Context: an optimization exercise on an open-source flow, tuned for small area, a short achievable clock period and few clock cycles. The choices shown serve that exercise and are no tape-out recipe.
Power is estimated from default activity; no workload was simulated.

maple:
## core_top
module core_top
(
  input  logic        clk,
  input  logic        rst,
  output logic [31:0] mem_if_addr,
  output logic        mem_if_req,
  input  logic [31:0] mem_if_rdata,
  input  logic        mem_if_ack,
  output logic [31:0] mem_data_addr,
  output logic [15:0] mem_data_wdata,
  output logic        mem_data_we,
  output logic        mem_data_req,
  input  logic [15:0] mem_data_rdata,
  input  logic        mem_data_ack,
  output logic        halted,
  output logic [31:0] current_pc
);
==> flow/config.mk <==
export PLATFORM = sky130hd
export DESIGN_NAME = core_top
export DESIGN_NICKNAME = core_top
export VERILOG_FILES = /design/flow/design.v
export SDC_FILE = /design/flow/constraint.sdc
export NUM_CORES = 4
export LEC_CHECK = 0
export CAP_MARGIN = 20
export CORE_MARGIN = 2
export CORE_UTILIZATION = 40
export PLACE_DENSITY = 0.6
export SETUP_SLACK_MARGIN = 2.5
export SLEW_MARGIN = 20
==> flow/constraint.sdc <==
create_clock -name core_clock -period 5.5 [get_ports {clk}]
set_input_delay 1.1000 -clock core_clock [delete_from_list [all_inputs] [get_ports {clk}]]
set_output_delay 1.1000 -clock core_clock [all_outputs]
set_load 0.01 [all_outputs]
run.sh (not shown) runs the stock make flow with config.mk's settings and CLKGATE_MAP_FILE= SYNTH_SCRIPT=/design/flow/synth_recipe.tcl, a recipe that flattens the netlist after the stock synthesis.
Setup changes, maple to cedar
==> flow/flow/run.sh (new file) <==
#!/bin/bash
# Standard layout, with plain buffers on the ports instead of the default
# delay cells. Each step's log stays in this folder.
set -euo pipefail
export BUFFER_PORTS_ARGS="-buffer_cell sky130_fd_sc_hd__buf_2"
bash standard.sh synth > synth.log 2>&1
bash standard.sh finish > layout.log 2>&1
==> flow/standard.sh (new file) <==
#!/bin/bash
# synth_recipe.tcl (not shown) runs the flow's synth.tcl, then flattens the netlist and writes it again
# the make line also repeats each setting of config.mk as NAME=value (left out here)
make -C /OpenROAD-flow-scripts/flow DESIGN_CONFIG=/design/flow/config.mk WORK_HOME=/design/flow/orfs CLKGATE_MAP_FILE= SYNTH_SCRIPT=/design/flow/synth_recipe.tcl "${@:-finish}"
removed: flow/run.sh
## What came out
- cedar vs. maple: sequential share of layout area grew by 2.6 points; data required time at the worst endpoint shrank by 0.02 ns.
- The run with more routed wire is maple, not cedar.
- Changes observed in cedar relative to maple: global-route usage over all layers now smaller, post-layout instance area now smaller, share of final-layout standard cells stronger than drive strength 1 now larger.
Function was not checked in any run of this note: the RTL went through the layout flow alone.

========
## alpha
The RTL this note starts from:
==> flow/design.v <==
`timescale 1ns/10ps
`default_nettype none
module core_top
(
  input  logic        clk,
  input  logic        rst,
  output logic [31:0] mem_if_addr,
  output logic        mem_if_req,
  input  logic [31:0] mem_if_rdata,
  input  logic        mem_if_ack,
  output logic [31:0] mem_data_addr,
  output logic [15:0] mem_data_wdata,
  output logic        mem_data_we,
  output logic        mem_data_req,
  input  logic [15:0] mem_data_rdata,
  input  logic        mem_data_ack,
  output logic        halted,
  output logic [31:0] current_pc
);
  localparam logic [2:0] C_NOP = 3'd0, C_ALU = 3'd1, C_MOVI = 3'd2, C_LD = 3'd3,
                         C_ST = 3'd4, C_BR = 3'd5, C_HLT = 3'd6;
  logic [31:0] fa;         
  logic        freq;       
  logic        fstop;      
  logic        z_q, v_q;
  logic [15:0] rf [16];
  logic        iv;         
  logic [2:0]  icls;
  logic [2:0]  isub;
  logic [4:0]  isub_oh;
  logic [3:0]  ird;
  logic [3:0]  irs1;
  logic [15:0] iimm;       
  logic        iov;        
  logic [15:0] opa, opb;
  logic        dreq, dwe;
  logic [15:0] daddr, dwdata;
  logic [3:0]  ldrd;
  logic        halted_q;
  function automatic logic [5:0] decode(input logic [7:0] op);
    logic [2:0] c, s;
    c = C_NOP;
    s = 3'd0;
    case (op)
      8'h01: begin c = C_ALU; s = 3'd0; end
      8'h02: begin c = C_ALU; s = 3'd1; end
      8'h03: begin c = C_ALU; s = 3'd2; end
      8'h04: begin c = C_ALU; s = 3'd3; end
      8'h05: begin c = C_ALU; s = 3'd4; end
      8'h10: c = C_MOVI;
      8'h20: c = C_LD;
      8'h21: c = C_ST;
      8'h30: begin c = C_BR; s = 3'd0; end
      8'h31: begin c = C_BR; s = 3'd1; end
      8'h32: begin c = C_BR; s = 3'd2; end
      8'h33: begin c = C_BR; s = 3'd3; end
      8'hff: c = C_HLT;
      default: ;
    endcase
    decode = {c, s};
  endfunction
  function automatic logic taken(input logic [1:0] s, input logic z, input logic v);
    case (s)
      2'd0: taken = z;
      2'd1: taken = !z;
      2'd2: taken = v;
      default: taken = 1'b1;
    endcase
  endfunction
  logic        ack;
  logic [31:0] nw;
  logic [2:0]  ncls, nsub;
  assign ack = freq && mem_if_ack;
  assign nw  = mem_if_rdata;
  assign {ncls, nsub} = decode(nw[31:24]);
  logic ldp, ldw, dfree;
  assign ldp   = dreq && !dwe;               
  assign ldw   = ldp && mem_data_ack;        
  assign dfree = !dreq || mem_data_ack;      
  logic [3:0]  ia, ib;
  logic [15:0] ra, rb;
  logic        ha, hb;
  assign ia = iv ? irs1 : nw[19:16];
  assign ib = iv ? ((icls == C_ST) ? ird : iimm[15:12]) : (nw[29] ? nw[23:20] : nw[15:12]);
  assign ra = rf[ia];
  assign rb = rf[ib];
  assign ha = ldp && (ldrd == ia);
  assign hb = ldp && (ldrd == ib);
  logic ineed_a, ineed_b, nneed_a, nneed_b, iok, nok;
  assign ineed_a = (icls == C_ALU);
  assign ineed_b = (icls == C_ALU) || (icls == C_ST);
  assign nneed_a = (ncls == C_ALU);
  assign nneed_b = (ncls == C_ALU) || (ncls == C_ST);
  assign iok = !(ineed_a && ha) && !(ineed_b && hb);
  assign nok = !(nneed_a && ha) && !(nneed_b && hb);
  logic [15:0] b_in, sum, alu_res;
  logic [16:0] sum17;
  logic        is_sub, is_arith, v_res, z_res, z_arith;
  assign is_sub   = isub_oh[1];
  assign is_arith = isub_oh[0] | isub_oh[1];
  assign b_in     = opb ^ {16{is_sub}};
  assign sum17    = {opa, 1'b1} + {b_in, is_sub};
  assign sum      = sum17[16:1];
  assign v_res    = is_arith && (opa[15] == b_in[15]) && (sum[15] != opa[15]);
  assign alu_res  = ({16{is_arith}} & sum) | ({16{isub_oh[2]}} & (opa & opb)) |
                    ({16{isub_oh[3]}} & (opa | opb)) | ({16{isub_oh[4]}} & (opa ^ opb));
  assign z_arith  = ((opa ^ b_in) == {opa[14:0] | b_in[14:0], is_sub});
  assign z_res    = is_arith ? z_arith : (alu_res == 16'h0);
  logic waw, ex_alu, ex_movi, ex_ld, ex_st, ex_br, ex_hlt, idone, ifree;
  assign waw     = ldp && (ldrd == ird);
  assign ex_alu  = iv && (icls == C_ALU) && iov && !waw && !ldw;
  assign ex_movi = iv && (icls == C_MOVI) && !waw && !ldw;
  assign ex_ld   = iv && (icls == C_LD) && dfree;
  assign ex_st   = iv && (icls == C_ST) && iov && dfree;
  assign ex_br   = iv && (icls == C_BR);
  assign ex_hlt  = iv && (icls == C_HLT) && dfree;
  assign idone   = ex_alu || ex_movi || ex_ld || ex_st || ex_br;
  assign ifree   = !iv || idone;
  logic nbr_now, nmem_now, nhlt_now, nenter, nreplay, ntaken;
  assign ntaken   = taken(nsub[1:0], z_q, v_q);
  assign nbr_now  = (ncls == C_BR) && (!iv || nsub[1:0] == 2'd3);
  assign nmem_now = !iv && dfree && ((ncls == C_LD) || (ncls == C_ST && !(ldp && ldrd == nw[23:20])));
  assign nhlt_now = !iv && dfree && (ncls == C_HLT);
  assign nenter   = ack && (ncls != C_NOP) && !nbr_now && !nmem_now && !nhlt_now;
  assign nreplay  = nenter && !ifree;
  logic fstop_n;
  always_comb begin
    fstop_n = fstop;
    if (nenter && !nreplay && (ncls == C_BR || ncls == C_HLT)) fstop_n = 1'b1;
    if (ack && nhlt_now) fstop_n = 1'b1;
    if (ex_br) fstop_n = 1'b0;
  end
  always_ff @(posedge clk) begin
    if (rst) begin
      fa       <= 32'h0;
      freq     <= 1'b1;
      fstop    <= 1'b0;
      iv       <= 1'b0;
      dreq     <= 1'b0;
      z_q      <= 1'b0;
      v_q      <= 1'b0;
      halted_q <= 1'b0;
    end else begin
      fstop <= fstop_n;
      if (ack) begin
        if (nbr_now) fa <= ntaken ? {16'h0, nw[15:0]} : fa + 32'd4;
        else if (ncls != C_BR && ncls != C_HLT && !nreplay) fa <= fa + 32'd4;
      end else if (ex_br) begin
        fa <= taken(isub[1:0], z_q, v_q) ? {16'h0, iimm} : fa + 32'd4;
      end
      if (freq && !mem_if_ack) freq <= 1'b1;
      else freq <= !fstop_n;
      iov <= iv ? iok : nok;
      if (idone) iv <= 1'b0;
      if (nenter && !nreplay) begin
        iv   <= 1'b1;
        icls <= ncls;
        isub <= nsub;
        isub_oh <= 5'b1 << nsub;
        ird  <= nw[23:20];
        irs1 <= nw[19:16];
        iimm <= nw[15:0];
        iov  <= !iv && nok;
      end
      if (ex_alu) begin
        z_q <= z_res;
        v_q <= v_res;
      end
      if (dreq && mem_data_ack) dreq <= 1'b0;
      if (ack && nmem_now) begin
        dreq   <= 1'b1;
        dwe    <= (ncls == C_ST);
        daddr  <= nw[15:0];
        dwdata <= rb;
        ldrd   <= nw[23:20];
      end else if (ex_ld || ex_st) begin
        dreq   <= 1'b1;
        dwe    <= ex_st;
        daddr  <= iimm;
        dwdata <= opb;
        ldrd   <= ird;
      end
      if (ex_hlt || (ack && nhlt_now)) halted_q <= 1'b1;
    end
  end
  always_ff @(posedge clk) begin
    opa <= ra;
    opb <= rb;
  end
  always_ff @(posedge clk) begin
    if (ldw) rf[ldrd] <= mem_data_rdata;
    else if (ex_alu) rf[ird] <= alu_res;
    else if (ex_movi) rf[ird] <= iimm;
  end
  assign mem_if_addr    = fa;
  assign mem_if_req     = freq;
  assign mem_data_addr  = {16'h0, daddr};
  assign mem_data_wdata = dwdata;
  assign mem_data_we    = dwe;
  assign mem_data_req   = dreq;
  assign halted         = halted_q;
  assign current_pc     = fa;
endmodule
`default_nettype wire
export LEC_CHECK = 0
export CAP_MARGIN = 20
export CORE_MARGIN = 2
export CORE_UTILIZATION = 40
export PLACE_DENSITY = 0.6
export SETUP_SLACK_MARGIN = 2.6
export SLEW_MARGIN = 20
create_clock -name core_clock -period 5.5 [get_ports {clk}]
Stock flow here: none of the scripts above is used.
Having completed the whole flow, alpha delivered a layout that passed the timing, DRC and antenna checks.
Edits applied to the flow inputs when going from alpha to beta:
Settings: SETUP_SLACK_MARGIN now 3.0, was 2.6.
Findings:
- | hold slack | lower: alpha |
- beta against alpha: power has increased; HPWL after detailed placement now sits higher; average via count per standard cell climbed 3.1%; met3 routed wirelength increased about 20%.
- Between alpha and beta, the clock group share of total power is lower for alpha.
- For beta, the last element of the critical path was rf[12][15]$_DFFE_PP_, unlike alpha, where it was rf[15][9]$_DFFE_PP_.
- Clock skew came out higher on beta than on alpha.
- The setup slack of beta was superior to that of alpha.
- Comparing alpha and beta, non-clock buffer count is lower on alpha.
No run of this note included a check of the RTL's function; only the layout flow was run.

[re-timing with driven ports]
Ports are ideal in the flow. The routed layouts listed here were re-timed in OpenROAD.
Step 1 sets driving cells, clkbuf_16 on the clock port and buf_2 on the other inputs (assumed; they add their load-dependent delay and slew).
Step 2 times the ports against the registers' clock, not the clock port: input delays grow and output delays shrink by t, the midpoint of the rising clock arrivals with the driver on.
Three values: ideal, step 1, step 2; two values: the first two.
run | t, ns | setup WS [ns] | worst setup path at the end | slew at the worst register clock pin (ns)
maple | 0.645 | 1.807 / 1.807 / 1.260 | input to register | 0.07 / 0.07
cedar | 0.622 | 1.930 / 1.930 / 1.564 | input to register | 0.06 / 0.06
alpha | 0.648 | 1.947 / 1.947 / 1.888 | input to register | 0.07 / 0.07
beta | 0.641 | 1.986 / 1.986 / 1.688 | input to register | 0.07 / 0.07
After both steps setup and hold are still met in every run listed. The setup slack of maple, which loses most, moves by 0.000 ns with the drivers and by -0.547 ns with both steps.
